From an optimization exercise on the open Yosys and OpenROAD flow, aimed at small area, a short achievable clock period and few clock cycles; shortcuts taken in it are not production practice.
Where RTL was checked, it was by simulation tests only, not by an equivalence proof against the original.

==> run a: inputs <==
==> flow/design.v (excerpt) <==
module pn_eval_core
#(
    parameter int unsigned OPND_W    = 3,
    parameter int unsigned DATA_W    = 32,
    parameter int unsigned TOK_DEPTH = 16,
    parameter int unsigned STK_DEPTH = 8
) (
    input  logic                     clk,
    input  logic                     rst,
    input  logic                     in_valid,
    input  logic                     mode,
    input  logic                     operator,
    input  logic [OPND_W-1:0]        in,
    output logic                     busy,
    output logic                     out_valid,
    output logic signed [DATA_W-1:0] out,
    output logic                     err
);
    localparam int unsigned TOK_W  = OPND_W + 1;
    localparam int unsigned TCNT_W = $clog2(TOK_DEPTH + 1);
    localparam int unsigned TIDX_W = $clog2(TOK_DEPTH);
    localparam int unsigned SCNT_W = $clog2(STK_DEPTH + 1);
    localparam int unsigned SIDX_W = $clog2(STK_DEPTH);
    localparam int unsigned OS_D   = STK_DEPTH;
    localparam int unsigned DCNT_W = TCNT_W + 1;    
    localparam logic signed [DCNT_W-1:0] D_ONE  = 1;
    localparam logic signed [DCNT_W-1:0] D_MONE = -1;
    localparam logic signed [DCNT_W-1:0] D_MAX  = STK_DEPTH;
    typedef enum logic [2:0] {
        K_NONE, K_PUSH, K_OSPUSH, K_STKOP, K_IMMOP, K_CASC
    } kind_t;
    pn_pkg::state_t state, state_d;
    logic [TOK_W-1:0]  tok_mem [TOK_DEPTH];
    logic [TCNT_W-1:0] wp, rp;
    logic              hd_v;
    logic [TOK_W-1:0]  hd;
    logic              mode_q, ovf;
    logic              tq_v, tq_op;
    logic signed [DCNT_W-1:0] dp, dmax, dmin;
    logic              perr;
    logic [DATA_W-1:0] vs [STK_DEPTH];
    logic [SCNT_W-1:0] sp;
    logic              os_v  [OS_D];
    logic              os_l  [OS_D];
    logic [1:0]        os_op [OS_D];
    logic              casc, revf;
    logic [DATA_W-1:0] ms, mc;
    logic              cpa, acc;
    logic [SIDX_W-1:0] oidx;
    logic [SCNT_W-1:0] ocnt;
    logic              oasc;
    logic              rev, pre, avail;
    logic [TOK_W-1:0]  tok_h;
    logic              h_op;
    logic [DATA_W-1:0] h_val;
    kind_t             kind;
    logic [1:0]        eop;
    logic              is_alu, mul_first, complete, consume;
    assign rev   = (state == pn_pkg::REV);
    assign pre   = mode_q & ~rev;
  ...
Settings: LEC_CHECK=0, CAP_MARGIN=20, CORE_MARGIN=2, CORE_UTILIZATION=40, SLEW_MARGIN=20; clock period 11.0 ns.
run.sh (not shown) runs the stock make flow with config.mk's settings and CLKGATE_MAP_FILE= SYNTH_SCRIPT=/design/flow/synth_recipe.tcl, a recipe that flattens the netlist after the stock synthesis.
==> run b: changes against run a <==
--- a/flow/design.v
+++ b/flow/design.v
@@ -93,13 +93,15 @@
     logic              hd_v;
     logic [TOK_W-1:0]  hd;
     logic              mode_q, ovf;
     logic              tq_v, tq_op;
     logic signed [DCNT_W-1:0] dp, dmax, dmin;
     logic              perr;
-    logic [DATA_W-1:0] vs [STK_DEPTH];
+    localparam int unsigned RF_D = STK_DEPTH - 2;
+    logic [DATA_W-1:0] t0, t1;
+    logic [DATA_W-1:0] rf [RF_D];
     logic [SCNT_W-1:0] sp;
     logic              os_v  [OS_D];
     logic              os_l  [OS_D];
     logic [1:0]        os_op [OS_D];
     logic              casc, revf;
     logic [DATA_W-1:0] ms, mc;
@@ -131,52 +133,56 @@
     assign mul_first = is_alu && (eop == pn_pkg::OP_MUL) && !cpa;
     assign complete  = (kind != K_NONE) && !mul_first;
     assign consume   = complete && (kind != K_CASC);
     logic [DATA_W-1:0] alu_a, alu_b, alu_r;
     logic              imm_mode;
     assign imm_mode = (kind == K_IMMOP);
-    assign alu_a = cpa ? ms : (imm_mode ? vs[0] : vs[1]);
-    assign alu_b = cpa ? mc : (imm_mode ? h_val : vs[0]);
+    assign alu_a = cpa ? ms : (imm_mode ? t0 : t1);
+    assign alu_b = cpa ? mc : (imm_mode ? h_val : t0);
     pn_alu #(.DATA_W(DATA_W)) u_alu (
         .a      (alu_a),
         .b      (alu_b),
         .op     (cpa ? pn_pkg::OP_ADD : eop),
         .swap   (rev & ~cpa),
         .result (alu_r)
     );
     logic              small0, small1, x_is0, m_last;
     logic [DATA_W-1:0] mx, r0, r1, r2, s1, c1, s2, c2, ms_d, mc_d, sa, ca;
     logic [2:0]        mm;
-    assign small0 = (vs[0][DATA_W-1:3] == '0);
-    assign small1 = (vs[1][DATA_W-1:3] == '0);
+    assign small0 = (t0[DATA_W-1:3] == '0);
+    assign small1 = (t1[DATA_W-1:3] == '0);
     assign x_is0  = imm_mode || (!small0 && small1 && !acc);
     assign m_last = imm_mode || small0 || (small1 && !acc);
-    assign mx     = x_is0 ? vs[0] : vs[1];
-    assign mm     = imm_mode ? tok_h[2:0] : (x_is0 ? vs[1][2:0] : vs[0][2:0]);
+    assign mx     = x_is0 ? t0 : t1;
+    assign mm     = imm_mode ? tok_h[2:0] : (x_is0 ? t1[2:0] : t0[2:0]);
     assign r0     = mx & {DATA_W{mm[0]}};
     assign r1     = (mx << 1) & {DATA_W{mm[1]}};
     assign r2     = (mx << 2) & {DATA_W{mm[2]}};
     assign sa     = acc ? ms : '0;
     assign ca     = acc ? mc : '0;
     assign s1   = r0 ^ r1 ^ r2;
     assign c1   = ((r0 & r1) | (r0 & r2) | (r1 & r2)) << 1;
     assign s2   = sa ^ ca ^ s1;
     assign c2   = ((sa & ca) | (sa & s1) | (ca & s1)) << 1;
     assign ms_d = c1 ^ s2 ^ c2;
     assign mc_d = ((c1 & s2) | (c1 & c2) | (s2 & c2)) << 1;
-    logic [DATA_W-1:0] vs_d [STK_DEPTH];
+    logic [DATA_W-1:0] t0_d, t1_d, rf_rd;
+    logic [SIDX_W-1:0] rf_ra;
+    logic              rf_we;
     logic [SCNT_W-1:0] sp_d;
     logic              os_v_d [OS_D];
     logic              os_l_d [OS_D];
     logic [1:0]        os_op_d [OS_D];
     logic              casc_d, revf_d, cpa_d, acc_d;
     logic [TCNT_W-1:0] rp_d;
     logic              eng_on;
     assign eng_on = (state == pn_pkg::RUN) || (state == pn_pkg::WAIT) || rev;
     always_comb begin
-        for (int i = 0; i < int'(STK_DEPTH); i++) vs_d[i] = vs[i];
+        t0_d   = t0;
+        t1_d   = t1;
+        rf_we  = 1'b0;
         for (int i = 0; i < int'(OS_D); i++) begin
             os_v_d[i]  = os_v[i];
             os_l_d[i]  = os_l[i];
             os_op_d[i] = os_op[i];
         end
         sp_d   = sp;
@@ -187,23 +193,24 @@
         rp_d   = rp;
         if (eng_on) begin
             if (mul_first) begin
                 cpa_d = m_last;
                 acc_d = !m_last;
                 if (!m_last) begin
-                    vs_d[0] = vs[0] >> 3;
-                    vs_d[1] = vs[1] << 3;
+                    t0_d = t0 >> 3;
+                    t1_d = t1 << 3;
                 end
             end else if (complete) begin
                 cpa_d = 1'b0;
                 acc_d = 1'b0;
                 if (consume) rp_d = rev ? rp - TCNT_W'(1) : rp + TCNT_W'(1);
                 case (kind)
                     K_PUSH: begin
-                        for (int i = 1; i < int'(STK_DEPTH); i++) vs_d[i] = vs[i-1];
-                        vs_d[0] = h_val;
+                        rf_we   = 1'b1;
+                        t1_d    = t0;
+                        t0_d    = h_val;
                         sp_d    = sp + SCNT_W'(1);
                         if (pre) begin
                             if (sp == SCNT_W'(STK_DEPTH)) revf_d = 1'b1;
                             if (os_v[0]) os_l_d[0] = 1'b1;
                         end
                     end
@@ -215,15 +222,15 @@
                         end
                         os_v_d[0]  = 1'b1;
                         os_l_d[0]  = 1'b0;
                         os_op_d[0] = tok_h[1:0];
                     end
                     default: begin   
-                        vs_d[0] = alu_r;
+                        t0_d = alu_r;
                         if (kind != K_IMMOP) begin
-                            for (int i = 1; i < int'(STK_DEPTH) - 1; i++) vs_d[i] = vs[i+1];
+                            t1_d = rf_rd;
                             sp_d = sp - SCNT_W'(1);
                         end
                         if (kind != K_STKOP) begin
                             for (int i = 0; i < int'(OS_D) - 1; i++) begin
                                 os_v_d[i]  = os_v[i+1];
                                 os_l_d[i]  = os_l[i+1];
@@ -278,19 +285,22 @@
     assign dmax_f = (tq_v && dp > dmax) ? dp : dmax;
     assign dmin_f = (tq_v && dp < dmin) ? dp : dmin;
     assign post_ok = !perr && (dt >= D_ONE) && (dt <= D_MAX);
     assign pre_ok  = (dt > dmax_f) && (dt <= dmin_f + D_MAX);
     assign bad     = ovf || (mode_q ? !pre_ok : !post_ok);
     logic              busy_d, out_valid_d, err_d;
-    logic [DATA_W-1:0] out_d, out_sel, bot_old;
-    logic [SIDX_W-1:0] oidx_d, rd_idx;
+    logic [DATA_W-1:0] out_d, out_sel, rf0_d;
+    logic [SIDX_W-1:0] oidx_d;
     logic [SCNT_W-1:0] ocnt_d;
     logic              oasc_d, done_next, eng_reset, ended;
     assign done_next = !hd_v_d && !casc_d && !cpa_d && !acc_d;
-    assign rd_idx    = (state == pn_pkg::OUT) ? oidx : SIDX_W'(sp - SCNT_W'(1));
-    assign out_sel   = vs[rd_idx];
+    assign rf_ra     = (state == pn_pkg::OUT) ? oidx : SIDX_W'(sp - SCNT_W'(3));
+    assign rf_rd     = rf[rf_ra];
+    assign out_sel   = (oidx == SIDX_W'(sp - SCNT_W'(1))) ? t0 :
+                       (oidx == SIDX_W'(sp - SCNT_W'(2))) ? t1 : rf_rd;
+    assign rf0_d     = (rf_we && sp == SCNT_W'(2)) ? t1 : rf[0];
     always_comb begin
         state_d     = state;
         busy_d      = busy;
         out_valid_d = 1'b0;
         out_d       = '0;
         err_d       = 1'b0;
@@ -317,15 +327,15 @@
             pn_pkg::REV0: begin
                 state_d = pn_pkg::REV;
             end
             pn_pkg::REV: begin
                 if (consume && rp == '0) begin
                     state_d = pn_pkg::OUT;
-                    oidx_d  = '0;
+                    oidx_d  = SIDX_W'(sp_d - SCNT_W'(1));
                     ocnt_d  = sp_d;
-                    oasc_d  = 1'b1;
+                    oasc_d  = 1'b0;
                 end
             end
             pn_pkg::OUT: begin
                 out_valid_d = 1'b1;
                 out_d       = out_sel;
                 oidx_d      = oasc ? oidx + SIDX_W'(1) : oidx - SIDX_W'(1);
@@ -342,16 +352,17 @@
                 out_valid_d = 1'b1;
                 err_d       = 1'b1;
                 busy_d      = 1'b0;
                 state_d     = pn_pkg::IDLE;
             end else if (done_next && !revf_d) begin
                 out_valid_d = 1'b1;
-                out_d       = (sp_d == SCNT_W'(1)) ? vs_d[0] : out_sel;
-                oidx_d      = SIDX_W'(sp_d - SCNT_W'(2));
+                out_d       = (sp_d == SCNT_W'(1)) ? t0_d :
+                              (sp_d == SCNT_W'(2)) ? t1_d : rf0_d;
+                oidx_d      = SIDX_W'(1);
                 ocnt_d      = sp_d - SCNT_W'(1);
-                oasc_d      = 1'b0;
+                oasc_d      = 1'b1;
                 if (sp_d == SCNT_W'(1)) begin
                     busy_d  = 1'b0;
                     state_d = pn_pkg::IDLE;
                 end else begin
                     state_d = pn_pkg::OUT;
                 end
@@ -430,13 +441,18 @@
             for (int i = 0; i < int'(OS_D); i++) os_v[i] <= os_v_d[i];
         end
         for (int i = 0; i < int'(OS_D); i++) begin
             os_l[i]  <= os_l_d[i];
             os_op[i] <= os_op_d[i];
         end
-        for (int i = 0; i < int'(STK_DEPTH); i++) vs[i] <= vs_d[i];
+        t0 <= t0_d;
+        t1 <= t1_d;
+        if (eng_on && rf_we) begin
+            for (int j = 0; j < int'(RF_D); j++)
+                if (sp == SCNT_W'(j + 2)) rf[j] <= t1;
+        end
         if (ms_we) begin
             ms <= ms_d;
             mc <= mc_d;
         end
         hd   <= hd_d;
         hd_v <= hd_v_d;
SETUP_SLACK_MARGIN = 5   (was unset)
==> notes <==
Run a went through all stages and came out clean. Run b went through all stages and came out clean.
Against run b, the synthesized area of run a is larger by about 2.3%.
Flip-flop and latch count is the same in run b and run a.
Against run a, the clock skew of run b is higher by 0.024 ns.
Of run a and run b, run b has the higher first-iteration DRC count (gap 7.9%, measured against run b).
Of run a and run b, run b has the higher global-route usage (gap 1.3 points).
Testbench counts of run b, summed over its fixed seeds: cycles 7,458.
No functional check of the RTL was part of run a.

port drivers added, routing unchanged:
No port has a modelled driver above. Below, the same layouts with a new extraction and two added sets of constraints. Step 1 assumes that a clkbuf_16 drives the clock port and a buf_2 every other input. Step 2 moves the port delays by t, midway between the first and last clock arrival at a register: inputs arrive t later, outputs are due t later. That takes back most of the time a late clock gives input paths. Slacks: ideal ports / drivers / drivers and shift; pairs: ideal ports / drivers.
| run | shift t [ns] | slack for setup (ns) | worst setup path at the end | worst data-port slew with drivers (ns) |
|---|---|---|---|---|
| run a | 0.700 | 4.305 / 4.305 / 4.305 | register to register | 0.04 |
| run b | 0.698 | 5.298 / 5.298 / 5.288 | input to register | 0.05 |
After both steps setup and hold are still met in every run listed. For run b, which loses most, drivers alone change the setup slack by 0.000 ns; drivers and shift together by -0.010 ns.
